What follows belongs to an exercise in optimizing a design on an open flow for small area, a short achievable clock period and few clock cycles per item; a production flow would make more cautious choices. Where RTL was checked, it was by simulation tests only, not by an equivalence proof against the original.

==> inputs of v38 <==
## iter_multiplier
module iter_multiplier (
    input  logic        clk,
    input  logic        rst_n,
    input  logic        mul_start,
    input  logic [63:0] a,
    input  logic [63:0] b,
    input  logic [1:0]  op,
    input  logic        word,
    input  logic        next,
    output logic [63:0] mul_result,
    output logic        mul_ok,
    output logic        busy
);
    logic        busy_q, fix_q, ok_q;
    logic [63:0] a_q, b_q;
    logic        a64_q, b64_q;
    logic [66:0] s_q, c_q;
    logic        cy_q;
    logic [3:0]  one_q, two_q, neg_q;
    logic [2:0]  cnt_q;
    logic        word_q, fixop_q;
    wire idle = !busy_q && !ok_q;
    wire calc = busy_q && !fix_q;
    wire a_sgn_in = (op != 2'b11);
    wire b_sgn_in = !op[1];
    wire a64_in   = a_sgn_in & a[63];
    function automatic logic [2:0] benc(input logic x2, input logic x1, input logic x0);
        benc[0] = x1 ^ x0;                                   
        benc[1] = (x2 & ~x1 & ~x0) | (~x2 & x1 & x0);        
        benc[2] = x2;                                        
    endfunction
    logic [8:0] win;
    logic [3:0] one_d, two_d, neg_d;
    always_comb begin
        if (idle) win = b[8:0];
  ...
==> flow/config.mk <==
export PLATFORM = sky130hd
export DESIGN_NAME = iter_multiplier
export DESIGN_NICKNAME = iter_multiplier
export VERILOG_FILES = /design/flow/design.v
export SDC_FILE = /design/flow/constraint.sdc
export NUM_CORES = 4
export LEC_CHECK = 0
export CAP_MARGIN = 20
export CORE_MARGIN = 2
export CORE_UTILIZATION = 40
export SLEW_MARGIN = 20
==> flow/constraint.sdc <==
create_clock -name core_clock -period 7.5 [get_ports {clk}]
set_input_delay 1.5000 -clock core_clock [delete_from_list [all_inputs] [get_ports {clk}]]
set_output_delay 1.5000 -clock core_clock [all_outputs]
set_load 0.01 [all_outputs]
run.sh (not shown) runs the stock make flow with config.mk's settings and CLKGATE_MAP_FILE= SYNTH_SCRIPT=/design/flow/synth_recipe.tcl, a recipe that flattens the netlist after the stock synthesis.
==> inputs of v19, as changes to v38 <==
--- a/flow/config.mk
+++ b/flow/config.mk
@@ -9,3 +9,4 @@
 export CORE_MARGIN = 2
 export CORE_UTILIZATION = 40
+export SETUP_SLACK_MARGIN = 5
 export SLEW_MARGIN = 20
==> metrics.md <==
| Metric | Value |
|---|---|
| Worst EP arrival | `5.04 ns` |
| Via count | `19900` |
| Final design utilization | `roughly 45%` |
| Post-CTS Resized | `0` |
| Status | `timing/DRC/antenna clean` |
the above is filed under v38

==> metrics.md <==
| Metric | Value |
|---|---|
| Worst EP arrival | `between 3 and 4 ns` |
| CP max stage cell | `fa_1` |
| Dpl hpwl | `61.2 mm` |
| Via count | `21800` |
| Status | `timing/DRC/antenna clean` |
| Final design utilization | `a little over half` |
the above is filed under v19

Testbench counts of v38, summed over its fixed seeds: cycles 21,979, items 2,400.
Testbench counts of v19, summed over its fixed seeds: cycles 21,979, items 2,400.

---

==> inputs of v20 <==
Another version of the RTL of iter_multiplier (not shown whole).
==> flow/config.mk <==
export PLATFORM = sky130hd
export DESIGN_NAME = iter_multiplier
export DESIGN_NICKNAME = iter_multiplier
export VERILOG_FILES = /design/flow/design.v
export SDC_FILE = /design/flow/constraint.sdc
export NUM_CORES = 4
export LEC_CHECK = 0
export CAP_MARGIN = 20
export CORE_MARGIN = 2
export CORE_UTILIZATION = 40
export SETUP_SLACK_MARGIN = 4.7
export SLEW_MARGIN = 20
==> flow/constraint.sdc <==
create_clock -name core_clock -period 7.5 [get_ports {clk}]
set_input_delay 1.5000 -clock core_clock [delete_from_list [all_inputs] [get_ports {clk}]]
set_output_delay 1.5000 -clock core_clock [all_outputs]
set_load 0.01 [all_outputs]
standard.sh (not shown) runs the stock make flow with config.mk's settings and CLKGATE_MAP_FILE= SYNTH_SCRIPT=/design/flow/synth_recipe.tcl, a recipe that flattens the netlist after the stock synthesis.
==> flow/flow/run.sh <==
#!/bin/bash
set -e
export BUFFER_PORTS_ARGS="-buffer_cell sky130_fd_sc_hd__buf_2"
bash standard.sh > standard.log 2>&1
==> v4 (differences from v20) <==
--- a/flow/design.v
+++ b/flow/design.v
@@ -12,67 +12,59 @@
     output logic        busy
 );
     logic        busy_q, fix_q, inc_q, ok_q;
     logic [63:0] a_q, b_q;
     logic        a64_q, b64_q;
     logic [66:0] s_q, c_q;
     logic        cy_q;
     logic [7:0]  lo_s_q, lo_c_q;
-    logic [3:0][3:0] one_s_q, two_s_q, neg_s_q;
+    logic [3:0]  one_q, two_q, neg_q;       
+    logic [3:0]  one_h_q, two_h_q, neg_h_q;  
     logic [2:0]  cnt_q;
     logic        word_q, fixop_q;
+    logic        fits_q;    
+    logic        half_q;    
     wire idle = !busy_q && !ok_q;
     wire calc = busy_q && !fix_q && !inc_q;
     wire a_sgn_in = (op != 2'b11);
     wire b_sgn_in = !op[1];
     wire a64_in   = a_sgn_in & a[63];
+    wire fits_in  = !word && (op == 2'b00) && (b[63:32] == {32{b[63]}});
     function automatic logic [2:0] benc(input logic x2, input logic x1, input logic x0);
         benc[0] = x1 ^ x0;                                   
         benc[1] = (x2 & ~x1 & ~x0) | (~x2 & x1 & x0);        
         benc[2] = x2;                                        
     endfunction
     logic [8:0] win;
     logic [3:0] one_d, two_d, neg_d;
     always_comb begin
         if (idle) win = b[8:0];
-        else      win = {(cnt_q == 3'd6 && !word_q) ? b64_q : b_q[16], b_q[15:8]};
+        else      win = {((cnt_q == 3'd6 && !half_q) || (cnt_q == 3'd2 && fits_q)) ? b64_q : b_q[16], b_q[15:8]};
         for (int i = 0; i < 4; i++) begin
             logic [2:0] e;
             e = benc(win[2*i+2], win[2*i+1], win[2*i]);
             one_d[i] = e[0];
             two_d[i] = e[1];
             neg_d[i] = e[2];
         end
     end
     wire [66:0] ax = {a64_q, a64_q, a64_q, a_q};
     wire [66:0] ax2 = {ax[65:0], 1'b0};
     logic [66:0] e0, e1, e2, e3;
     always_comb begin
         logic [66:0] p0, p1, p2, p3;
-        for (int j = 0; j < 67; j++) begin
-            int q;
-            q = (j < 17) ? 0 : (j < 34) ? 1 : (j < 51) ? 2 : 3;
-            p0[j] = (one_s_q[q][0] & ax[j] | two_s_q[q][0] & ax2[j]) ^ neg_s_q[q][0];
-        end
-        for (int j = 0; j < 67; j++) begin
-            int q;
-            q = (j < 17) ? 0 : (j < 34) ? 1 : (j < 51) ? 2 : 3;
-            p1[j] = (one_s_q[q][1] & ax[j] | two_s_q[q][1] & ax2[j]) ^ neg_s_q[q][1];
-        end
-        for (int j = 0; j < 67; j++) begin
-            int q;
-            q = (j < 17) ? 0 : (j < 34) ? 1 : (j < 51) ? 2 : 3;
-            p2[j] = (one_s_q[q][2] & ax[j] | two_s_q[q][2] & ax2[j]) ^ neg_s_q[q][2];
-        end
-        for (int j = 0; j < 67; j++) begin
-            int q;
-            q = (j < 17) ? 0 : (j < 34) ? 1 : (j < 51) ? 2 : 3;
-            p3[j] = (one_s_q[q][3] & ax[j] | two_s_q[q][3] & ax2[j]) ^ neg_s_q[q][3];
-        end
+        p0 = {({33{one_h_q[0]}} & ax[66:34] | {33{two_h_q[0]}} & ax2[66:34]) ^ {33{neg_h_q[0]}},
+              ({34{one_q[0]}} & ax[33:0] | {34{two_q[0]}} & ax2[33:0]) ^ {34{neg_q[0]}}};
+        p1 = {({33{one_h_q[1]}} & ax[66:34] | {33{two_h_q[1]}} & ax2[66:34]) ^ {33{neg_h_q[1]}},
+              ({34{one_q[1]}} & ax[33:0] | {34{two_q[1]}} & ax2[33:0]) ^ {34{neg_q[1]}}};
+        p2 = {({33{one_h_q[2]}} & ax[66:34] | {33{two_h_q[2]}} & ax2[66:34]) ^ {33{neg_h_q[2]}},
+              ({34{one_q[2]}} & ax[33:0] | {34{two_q[2]}} & ax2[33:0]) ^ {34{neg_q[2]}}};
+        p3 = {({33{one_h_q[3]}} & ax[66:34] | {33{two_h_q[3]}} & ax2[66:34]) ^ {33{neg_h_q[3]}},
+              ({34{one_q[3]}} & ax[33:0] | {34{two_q[3]}} & ax2[33:0]) ^ {34{neg_q[3]}}};
         e0 = {~p0[66], p0[65:0]};
         e1 = {~p1[66], p1[65:0]};
         e2 = {~p2[66], p2[65:0]};
         e3 = {~p3[66], p3[65:0]};
     end
     wire [74:0] ts, tc;
     wire fs0 = s_q[7] ^ c_q[7];
     wire fc0 = s_q[7] & c_q[7];
@@ -194,25 +186,25 @@
     wire fc58 = s_q[65] & c_q[65];
     wire fs59, fc59;
     assign {fc59, fs59} = {1'b0, 1'b1} + {1'b0, s_q[66]} + {1'b0, c_q[66]};
     wire fs60 = s_q[3] ^ c_q[3];
     wire fc60 = s_q[3] & c_q[3];
     wire fs61 = s_q[4] ^ c_q[4];
     wire fc61 = s_q[4] & c_q[4];
     wire fs62, fc62;
-    assign {fc62, fs62} = {1'b0, s_q[5]} + {1'b0, c_q[5]} + {1'b0, neg_s_q[0][2]};
+    assign {fc62, fs62} = {1'b0, s_q[5]} + {1'b0, c_q[5]} + {1'b0, neg_q[2]};
     wire fs63 = e0[4] ^ e1[2];
     wire fc63 = e0[4] & e1[2];
     wire fs64, fc64;
     assign {fc64, fs64} = {1'b0, s_q[6]} + {1'b0, c_q[6]} + {1'b0, e0[5]};
     wire fs65 = e1[3] ^ e2[1];
     wire fc65 = e1[3] & e2[1];
     wire fs66, fc66;
-    assign {fc66, fs66} = {1'b0, neg_s_q[0][3]} + {1'b0, fs0} + {1'b0, e0[6]};
+    assign {fc66, fs66} = {1'b0, neg_q[3]} + {1'b0, fs0} + {1'b0, e0[6]};
     wire fs67, fc67;
     assign {fc67, fs67} = {1'b0, e1[4]} + {1'b0, e2[2]} + {1'b0, e3[0]};
     wire fs68, fc68;
     assign {fc68, fs68} = {1'b0, fc0} + {1'b0, fs1} + {1'b0, e0[7]};
     wire fs69, fc69;
     assign {fc69, fs69} = {1'b0, e1[5]} + {1'b0, e2[3]} + {1'b0, e3[1]};
     wire fs70, fc70;
     assign {fc70, fs70} = {1'b0, fc1} + {1'b0, fs2} + {1'b0, e0[8]};
@@ -452,17 +444,17 @@
     wire fc187 = e2[62] & e3[60];
     wire fs188, fc188;
     assign {fc188, fs188} = {1'b0, 1'b1} + {1'b0, e1[65]} + {1'b0, e2[63]};
     wire fs189 = s_q[1] ^ c_q[1];
     wire fc189 = s_q[1] & c_q[1];
     wire fs190 = s_q[2] ^ c_q[2];
     wire fc190 = s_q[2] & c_q[2];
     wire fs191, fc191;
-    assign {fc191, fs191} = {1'b0, neg_s_q[0][1]} + {1'b0, fs60} + {1'b0, e0[2]};
+    assign {fc191, fs191} = {1'b0, neg_q[1]} + {1'b0, fs60} + {1'b0, e0[2]};
     wire fs192, fc192;
     assign {fc192, fs192} = {1'b0, fc60} + {1'b0, fs61} + {1'b0, e0[3]};
     wire fs193, fc193;
     assign {fc193, fs193} = {1'b0, fc61} + {1'b0, fs62} + {1'b0, e2[0]};
     wire fs194, fc194;
     assign {fc194, fs194} = {1'b0, fc62} + {1'b0, fc63} + {1'b0, fs65};
     wire fs195, fc195;
     assign {fc195, fs195} = {1'b0, fc65} + {1'b0, fc64} + {1'b0, fs66};
@@ -587,18 +579,18 @@
     wire fs255, fc255;
     assign {fc255, fs255} = {1'b0, fs187} + {1'b0, fc184} + {1'b0, fc185};
     wire fs256, fc256;
     assign {fc256, fs256} = {1'b0, e3[61]} + {1'b0, fc187} + {1'b0, fc186};
     wire fs257, fc257;
     assign {fc257, fs257} = {1'b0, e1[66]} + {1'b0, e2[64]} + {1'b0, e3[62]};
     wire fs258 = 1'b1 ^ e2[65];
     wire fc258 = 1'b1 & e2[65];
-    wire fs259 = neg_s_q[0][0] ^ fs189;
-    wire fc259 = neg_s_q[0][0] & fs189;
+    wire fs259 = neg_q[0] ^ fs189;
+    wire fc259 = neg_q[0] & fs189;
     wire fs260, fc260;
     assign {fc260, fs260} = {1'b0, fc189} + {1'b0, fs190} + {1'b0, e0[1]};
     wire fs261, fc261;
     assign {fc261, fs261} = {1'b0, fc190} + {1'b0, e1[0]} + {1'b0, fs191};
     wire fs262, fc262;
     assign {fc262, fs262} = {1'b0, e1[1]} + {1'b0, fc191} + {1'b0, fs192};
     wire fs263, fc263;
     assign {fc263, fs263} = {1'b0, fs63} + {1'b0, fc192} + {1'b0, fs193};
@@ -1143,54 +1135,51 @@
             b_d = b;
         end else if (inc_q) begin
             b_d[63:32] = b_q[63:32] + 32'd1;
         end else if (busy_q) begin
             if (fix_q && fixop_q) begin
                 b_d = {hh, hl};
             end else begin
                 b_d = {low9[7:0], b_q[63:8]};
-                if (word_q) b_d[31:24] = low9[7:0];
+                if (half_q) b_d[31:24] = low9[7:0];
                 if (word_q && fix_q) b_d[63:32] = {32{low9[7]}};
+                if (fits_q && fix_q) b_d[63:32] = hl;
             end
         end
     end
-    wire last = word_q ? (cnt_q == 3'd3) : (cnt_q == 3'd7);
+    wire last = half_q ? (cnt_q == 3'd3) : (cnt_q == 3'd7);
     always_ff @(posedge clk) begin
         b_q <= b_d;
         if (idle) begin
             a_q     <= a;
             a64_q   <= a64_in;
             b64_q   <= b_sgn_in & b[63];
             s_q     <= {3'b000, b[0] ? ~a : 64'b0};
             c_q     <= {(b[0] & !a64_in) ? 3'b011 : 3'b100, 64'b0};
             cy_q    <= b[0];
             cnt_q   <= 3'd0;
             word_q  <= word;
+            fits_q  <= fits_in;
+            half_q  <= word || fits_in;
             fixop_q <= !word && (op != 2'b00);
         end else begin
             s_q    <= ts[74:8];
             c_q    <= tc[74:8];
             lo_s_q <= ts[7:0];
             lo_c_q <= tc[7:0];
             if (cnt_q != 3'd0 || fix_q) cy_q <= low9[8];
             cnt_q <= cnt_q + 3'd1;
         end
-        one_s_q[0] <= one_d;
-        two_s_q[0] <= two_d;
-        neg_s_q[0] <= neg_d;
-        one_s_q[1] <= (calc && last) ? 4'b0 : one_d;
-        two_s_q[1] <= (calc && last) ? 4'b0 : two_d;
-        neg_s_q[1] <= (calc && last) ? 4'b0 : neg_d;
-        one_s_q[2] <= fix_q ? 4'b0 : one_d;
-        two_s_q[2] <= fix_q ? 4'b0 : two_d;
-        neg_s_q[2] <= fix_q ? 4'b0 : neg_d;
-        one_s_q[3] <= ok_q ? 4'b0 : one_d;
-        two_s_q[3] <= ok_q ? 4'b0 : two_d;
-        neg_s_q[3] <= ok_q ? 4'b0 : neg_d;
+        one_q <= one_d;
+        two_q <= two_d;
+        neg_q <= neg_d;
+        one_h_q <= (calc && last) ? 4'b0 : one_d;
+        two_h_q <= (calc && last) ? 4'b0 : two_d;
+        neg_h_q <= (calc && last) ? 4'b0 : neg_d;
     end
     always_ff @(posedge clk or negedge rst_n) begin
         if (!rst_n) begin
             busy_q <= 1'b0;
             fix_q  <= 1'b0;
             inc_q  <= 1'b0;
             ok_q   <= 1'b0;
         end else if (next) begin
==> flow/config.mk (replaced) <==
export PLATFORM = sky130hd
export DESIGN_NAME = iter_multiplier
export DESIGN_NICKNAME = iter_multiplier
export VERILOG_FILES = /design/flow/design.v
export SDC_FILE = /design/flow/constraint.sdc
export NUM_CORES = 4
export LEC_CHECK = 0
export CAP_MARGIN = 20
export CORE_MARGIN = 2
export CORE_UTILIZATION = 40
export SETUP_SLACK_MARGIN = 4.5
export SLEW_MARGIN = 20
==> summary of the runs <==
In v20 the worst hold slack is higher than in v4, by 0.0040 ns. Against v20, the sequential share of layout area of v4 is lower by 0.97 points. In v4 the sequential cell count is lower than in v20, by 22.
==> figures <==
quantity                                                            v4                      v20
Number of non-clock buffers                                        265                      352
Post-synth cell types                                               77                       72
Run status                                     complete, no violations  complete, no violations
Post-Synth Simple-Gate Area                                      9.18%                    9.08%
Worst hold margin                                             0.451 ns                 0.455 ns
Total instance count after detailed placement                     3492                     3428
Antenna cell count                                                   5                        1
Share of cells above drive strength 1                            17.0%                    23.5%
Met1 wire length                                               37.5 mm                  36.0 mm
Num CTS Buffers                                                     40                       42
Function was not checked in any run of this note: the RTL went through the layout flow alone.

==> afterwards: timing with drivers on the ports <==
The results above use ideal ports. As a check the final layouts listed here were re-extracted and re-timed, cells and wires unchanged. Step 1 assumes that a clkbuf_16 drives the clock port and a buf_2 every other input. Step 2 moves the port delays by t, midway between the first and last clock arrival at a register: inputs arrive t later, outputs are due t later. That takes back most of the time a late clock gives input paths. Slacks: ideal ports / drivers / drivers and shift; pairs: ideal ports / drivers.
run | t, ns | slack for setup (ns) | hold slack, ns | latest minus earliest clock arrival (ns)
v38 | 0.623 | 2.885 / 2.885 / 2.885 | 0.447 / 0.447 / 0.447 | 0.027 / 0.026
v19 | 0.622 | 3.937 / 3.937 / 3.937 | 0.454 / 0.454 / 0.454 | 0.015 / 0.014
v20 | 0.655 | 4.480 / 4.480 / 4.212 | 0.455 / 0.455 / 0.455 | 0.041 / 0.041
v4 | 0.626 | 4.297 / 4.297 / 4.297 | 0.451 / 0.451 / 0.451 | 0.034 / 0.034
After both steps setup and hold are still met in every run listed. The setup slack of v20, which loses most, moves by 0.000 ns with the drivers and by -0.268 ns with both steps.
